Background: an optimization exercise with open tools, aiming at a short achievable clock period and few clock cycles per item. Do not read the settings as production practice.
The RTL was checked by simulation tests, not by an equivalence proof against the original design.
Power and IR drop assume default switching activity.

## flow/design.v (module list and top-level ports; edited modules follow where they fit)
// module pidca_front: 66 lines
// module pidca_mult: 1931 lines
// module pidca_integ: 245 lines
// module pidca_out: 104 lines
// module pid_conditional_antiwindup_core: 174 lines
module pid_conditional_antiwindup_core (
    input  logic                            clk,
    input  logic                            rst_n,
    input  logic                            in_valid,
    output logic                            in_ready,
    input  logic                            in_cmd,
    input  logic [pidca_pkg::DATA_W-1:0]    in_err_sample,
    output logic                            out_valid,
    input  logic                            out_ready,
    output logic [pidca_pkg::DATA_W-1:0]    out_drive,
    input  logic                            cfg_we,
    input  logic [pidca_pkg::REG_IDX_W-1:0] cfg_idx,
    input  logic [pidca_pkg::DATA_W-1:0]    cfg_wdata
);
  // ...
==> flow/flow/run.sh <==
#!/bin/bash
set -euo pipefail
cd "$(dirname "$0")/.."
SETUP_MARGIN=8
bash standard.sh SETUP_SLACK_MARGIN=$SETUP_MARGIN finish > flow_standard.log 2>&1
==> flow/standard.sh <==
#!/bin/bash
# synth_recipe.tcl (not shown) runs the flow's synth.tcl, then flattens the netlist and writes it again
# the make line also repeats each setting of config.mk as NAME=value (left out here)
make -C /OpenROAD-flow-scripts/flow DESIGN_CONFIG=/design/flow/config.mk WORK_HOME=/design/flow/orfs CLKGATE_MAP_FILE= SYNTH_SCRIPT=/design/flow/synth_recipe.tcl "${@:-finish}"
==> flow/config.mk <==
export PLATFORM = sky130hd
export DESIGN_NAME = pid_conditional_antiwindup_core
export DESIGN_NICKNAME = pid_conditional_antiwindup_core
export VERILOG_FILES = /design/flow/design.v
export SDC_FILE = /design/flow/constraint.sdc
export NUM_CORES = 4
export LEC_CHECK = 0
export CAP_MARGIN = 20
export CORE_MARGIN = 2
export CORE_UTILIZATION = 72
export CTS_CLUSTER_DIAMETER = 80
export CTS_CLUSTER_SIZE = 25
export SLEW_MARGIN = 20
==> flow/constraint.sdc <==
create_clock -name core_clock -period 11.0 [get_ports {clk}]
set_input_delay 2.2000 -clock core_clock [delete_from_list [all_inputs] [get_ports {clk}]]
set_output_delay 2.2000 -clock core_clock [all_outputs]
set_load 0.01 [all_outputs]
==> metrics.md, run 1 <==
| Metric | Value |
|---|---|
| Clock sink count | 2594 |
| GP Congestion | ~0.98 |
| Post-synth EDFFs | 2169 |
| Netlist cell types | 84 |
| Clock buffer count from CTS | approximately 150 |
| Die Y-Extent | 493 um |
| Mapped Cells | ~15000 |
| Main combinational cell family by area after synthesis | adder cells |
| Share of flip-flops with an asynchronous set or reset | less than 1% |
| Synth Area in XOR/XNOR | 10.2% |
| Clock buffer depth | 3 |
| Mux cell area share after synthesis | 0.722% |
| Worst ep type | register data pin |
| Total setup buffers inserted after CTS | roughly 570 |
| Post-Synth Adder-Cell Area | 21.5% |
| Yosys Warn Count | 5 |
| Register area share after synthesis | 42.8% |
| Die X-Extent | 493 um |
| Hold_buf cts | 0 |
| Site Rows | 179 |
| Pin count of the biggest net entering global routing | roughly 190 |
| Synth top area cells | edfxtp_1 (38%), fa_1 (15%), a22oi_1 (6.5%), ha_1 (6.4%), xnor2_1 (5.8%) |
| Cell count after placement | between 15000 and 20000 |
| Mean post-synth cell area | 11.6 um^2 |
| Failing step | 5_1_grt |
| Placed inst area | 176000 um^2 |
| Synth Area in Compound Gates | 14.1% |
| Pre-CTS setup slack | 6.47 ns |
| Most numerous cell in the Yosys netlist | edfxtp_1 |
| #FFs+latches synth | 2594 |
| Status | did not finish |
| Root buffer cell | clkbuf_16 |
| Tool Error | [ERROR GRT-0229] Vertical edge usage exceeds the maximum allowed. (37, 30) usage=65535 limit=2200 |
| Starting density of the core | 72.4% |
| Post-DP HPWL | 365000 um |
| Yosys top cell by area | edfxtp_1 |
| Ports | 107 |
| Predominant post-synthesis flop cell | edfxtp_1 |
| Commonest cells in the netlist | edfxtp_1 (2169), a22oi_1 (1491), fa_1 (1303) |
| Post-Syn Area | around 170000 um^2 |
| H-tree level count | 4 |
Testbench counts, summed over its fixed seeds: cycles 24,208, items 24,000.
==> inputs of run 2 (changes only) <==
==> flow/flow/run.sh (replaced) <==
#!/bin/bash
set -euo pipefail
cd "$(dirname "$0")/.."
SETUP_MARGIN=7.6
bash standard.sh SETUP_SLACK_MARGIN=$SETUP_MARGIN finish > flow_standard.log 2>&1
--- a/flow/config.mk
+++ b/flow/config.mk
@@ -7,7 +7,7 @@
 export LEC_CHECK = 0
 export CAP_MARGIN = 20
 export CORE_MARGIN = 2
-export CORE_UTILIZATION = 72
+export CORE_UTILIZATION = 64
 export CTS_CLUSTER_DIAMETER = 80
 export CTS_CLUSTER_SIZE = 25
 export SLEW_MARGIN = 20
==> run 2 against run 1 <==
Against the previous run:
- the run now finishes clean
- synthesized cell count is the same
- area after synthesis is the same
==> metrics.md, run 2 <==
| Metric | Value |
|---|---|
| Critical path fanouts, max | 5 |
| Commonest non-fill, non-tap cell in the layout | edfxtp_1 |
| Syn nets | 17037 (unchanged) |
| CP max stage delay | around 0.57 ns |
| Die footprint | 273000 um^2 |
| Predominant post-synthesis flop cell | edfxtp_1 (unchanged) |
| Root buffer cell | clkbuf_16 (unchanged) |
| Die X-Extent | 523 um (was 493 um) |
| Worst-path cell chain | buf_12, buf_16, a22oi_2, xnor2_1, fa_1, inv_1, fa_1, inv_2, fa_2, fa_2 |
| VDD IR max | 0.247 mV |
| Logic pwr share | 41.9% |
| Starting DRT DRC Count | 19071 |
| DR vias | 127343 |
| Synth top area cells | edfxtp_1 (38%), fa_1 (15%), a22oi_1 (6.5%), ha_1 (6.4%), xnor2_1 (5.8%) (unchanged) |
| Final wirelength | 603000 um |
| Clock buffer count from CTS | 152 (was 149) |
| First-pass GRT wire length | 852000 um |
| Pin count of the biggest net entering global routing | 190 |
| Yosys Warn Count | 5 (unchanged) |
| Sequential share of power | 41.5% |
| Site Rows | 190 (was 179) |
| Setup violators final | 0 |
| Grt ovf | 0 |
| Worst path required time | 11.66 ns |
| Final slew viol count | 0 |
| CP Capture Type | register |
| Critical Path Start Type | register |
| Final net count | 16983 |
| Average detailed-routed wire length per instance | 32.7 um |
| Setup CP Type | reg -> reg |
| Worst-skew pair later-pin latency | approximately 0.93 ns |
| Tcrit/Tclk final | 33.2% |
| Commonest cells in the netlist | edfxtp_1 (2169), a22oi_1 (1491), fa_1 (1303) (unchanged) |
| #FFs+latches synth | 2594 (unchanged) |
| Switching pwr | 15.6 mW |
| Antenna violations before repair | 52 |
| PwrDens | 205 nW/um^2 |
| Clock sink count | 2594 (unchanged) |
| Clock buffer depth | 4 (was 3) |
| Yosys top cell area share | 37.8% (unchanged) |
| Register area share after synthesis | 42.8% (unchanged) |
| Sw Share | about two fifths |
| Post-synth EDFFs | 2169 (unchanged) |
| Hold_buf cts | 0 (unchanged) |
| Fin crit period | 3.66 ns |
| Mean post-synth cell area | 11.6 um^2 (unchanged) |
| Die Y-Extent | 523 um (was 493 um) |
| Cell count after placement | 17640 (was 17247) |
| Crit path max-delay cell type | fa_1 |
| Most frequent cells in the layout | edfxtp_1 (2169), a22oi_1 (1300), inv_1 (1231) |
| Post-DP HPWL | 373000 um (was 365000 um) |
| TritonCTS clock tree | built |
| Slew margin rel. | around 11% |
| Area grow syn2layout | 11.8% |
| Hold Crit Class | reg -> reg |
| Yosys top cell by area | edfxtp_1 (unchanged) |
| Multi-input logic area | 93400 um^2 |
| Post-Syn Area | 172000 um^2 (unchanged) |
| Netlist cell types | 84 (unchanged) |
| Total GRT Usage | 42.9% |
| Reg area | 74000 um^2 |
| Layout Skew | 0.0487 ns |
| Share of cells above drive strength 1 | around an eighth |
| Final hold violation count | 0 |
| Worst EP arrival | approximately 4.3 ns |
| Vias in the first global route | 127297 |
| P_leak | 79.7 nW |
| Worst R2R Setup Slack | about 7.3 ns |
| Status | no timing/DRC/antenna violations (was did not finish) |
| Layout fillers | between 15000 and 20000 |
| Mapped Cells | 14784 (unchanged) |
| Starting density of the core | 64.3% (was 72.4%) |
| H-tree level count | 4 (unchanged) |
| Drc violations | 0 |
| Hold_ws | around 0.41 ns |
| Most numerous cell in the Yosys netlist | edfxtp_1 (unchanged) |
| Ports | 107 (unchanged) |
| Slew @ Worst Pin | 1.34 ns |
| Cell Count, Final, Fillers Out | around 18000 |
| Fmax achieved | between 200 and 300 MHz |
| Max cap viols | 0 |
| Int Pwr | 23.8 mW |
| GP Congestion | 0.996 (was 0.979) |
| IO buf count | 106 (unchanged) |
| RSZ-0062 raised after global routing | true |
| DRT antenna net count | 0 |
| Via/cell ratio | 6.90 |
| Clock power frac | 16.6% |
| Final Total Pwr | roughly 39 mW |
| Drt first pass iters | 17 |
| Core ar. | 268000 um^2 |
| Share of flip-flops with an asynchronous set or reset | 0.154% (unchanged) |
| Clk pin slew, worst setup/hold paths | 0.11 ns |
| Biggest regs | u_mult_d.ra (236), u_mult_g.ra (236), u_mult_p.ra (236) |
-- run 2: cell counts after synthesis --
No cell type changed its count.
-- run 2: kinds of logic (layout without fill, tap and decap cells) --
| family | after synthesis | in the layout | share of synthesized area (%) |
|---|---|---|---|
| flip-flops | 2594 | 2594 | 42.8 |
| XOR/XNOR | 1996 | 1996 | 10.2 |
| multiplexers | 122 | 122 | 0.722 |
| AND/OR/NAND/NOR | 2005 | 2005 | 5.50 |
| adder cells (fa/ha/maj) | 2180 | 2180 | 21.5 |
| other | 1 | 50 | 0.00218 |
| buffers and inverters | 2371 | 2436 | 5.17 |
| AO/OA/AOI/OAI | 3515 | 3517 | 14.1 |
-- run 2: critical path: cells and delay by family (launching register included) --
kind,cells,cell delay (ns)
adder cells (fa/ha/maj),4,2.13
XOR/XNOR,1,0.12
buffers and inverters,4,0.47
AO/OA/AOI/OAI,1,0.20
flip-flops,1,0.45
-- run 2: final cells by class --
class                   instances  share of cell area [%]
repair buffers                895                    5.59
flip-flops and latches       2594                    38.5
well taps                    3552                    2.31
clock inverters                66                   0.461
inverters                    1266                    2.47
multi-input cells            9821                    48.5
clock buffers                 209                    2.16
diodes                         49                  0.0637
-- run 2: routing by layer --
layer | vias to the layer above | share of wire (%) | track usage, %
li1 | 51716 | - | -
met1 | 62362 | 33 | 50.6
met2 | 9888 | 43 | 64.3
met3 | 3327 | 14 | 15.5
met4 | 50 | 9.9 | 32.5
met5 | - | 0.19 | 1.25
-- run 2: worst paths after layout --
path,startpoint,endpoint,cells after the start
worst max-delay path,u_front.dn_err[26],u_mult_p.ra[123],10
worst min-delay path,lim_pos_reg[0],lim_neg_reg[0],0
worst max register to register,u_front.dn_err[26],u_mult_p.ra[123],10
worst min register to register,lim_pos_reg[0],lim_neg_reg[0],0
max in group asynchronous,rst_n,srst_n,1
min in group asynchronous,rst_n,u_out.in_rdy,1
-- run 2: power by group through the flow --
stage	clock network [mW]	registers [mW]	logic, mW
final	6.54	16.4	16.5
after CTS	6.57	16.3	15.0
after detailed placement	0	16.6	14.0
after global placement	0	16.5	13.6
after global routing	6.89	16.6	17.6
after floorplan	0	15.5	9.34
-- run 2: stage by stage --
stage	setup slack (ns)	setup TNS (ns)	util [%]	cell area (um^2)
floorplan	-5.02	-9529.01	-	172000
global placement	6.41	0	65.8	176000
detailed placement	6.34	0	65.8	176000
CTS	7.33	0	70.1	188000
global route	7.30	0	71.9	192000
finish	7.34	0	71.9	193000
-- run 2: timing repair --
action                     CTS  global route
setup buffers              219           194
resized for setup          935           638
setup endpoints to repair  858           767
pin swaps                  226           354
gates cloned                50            25

-- afterwards: timing with drivers on the ports --
In the flow no input, the clock included, has a driving cell. The finished layout below was timed again as built, in two steps. Step 1, drivers: a clkbuf_16 drives clk and a buf_2 each remaining input, both assumed. Step 2 times the ports against the registers' clock, not the clock port: input delays grow and output delays shrink by t, the midpoint of the rising clock arrivals with the driver on. Slacks: ideal / step 1 / step 2; pairs: ideal / step 1.
run: run 2
shift t [ns]: 1.015
setup slack, ns: 7.345 / 7.280 / 6.945
slew at the worst register clock pin (ns): 0.11 / 0.11
After both steps setup and hold are still met in run 2. For run 2, drivers alone change the setup slack by -0.065 ns; drivers and shift together by -0.400 ns.
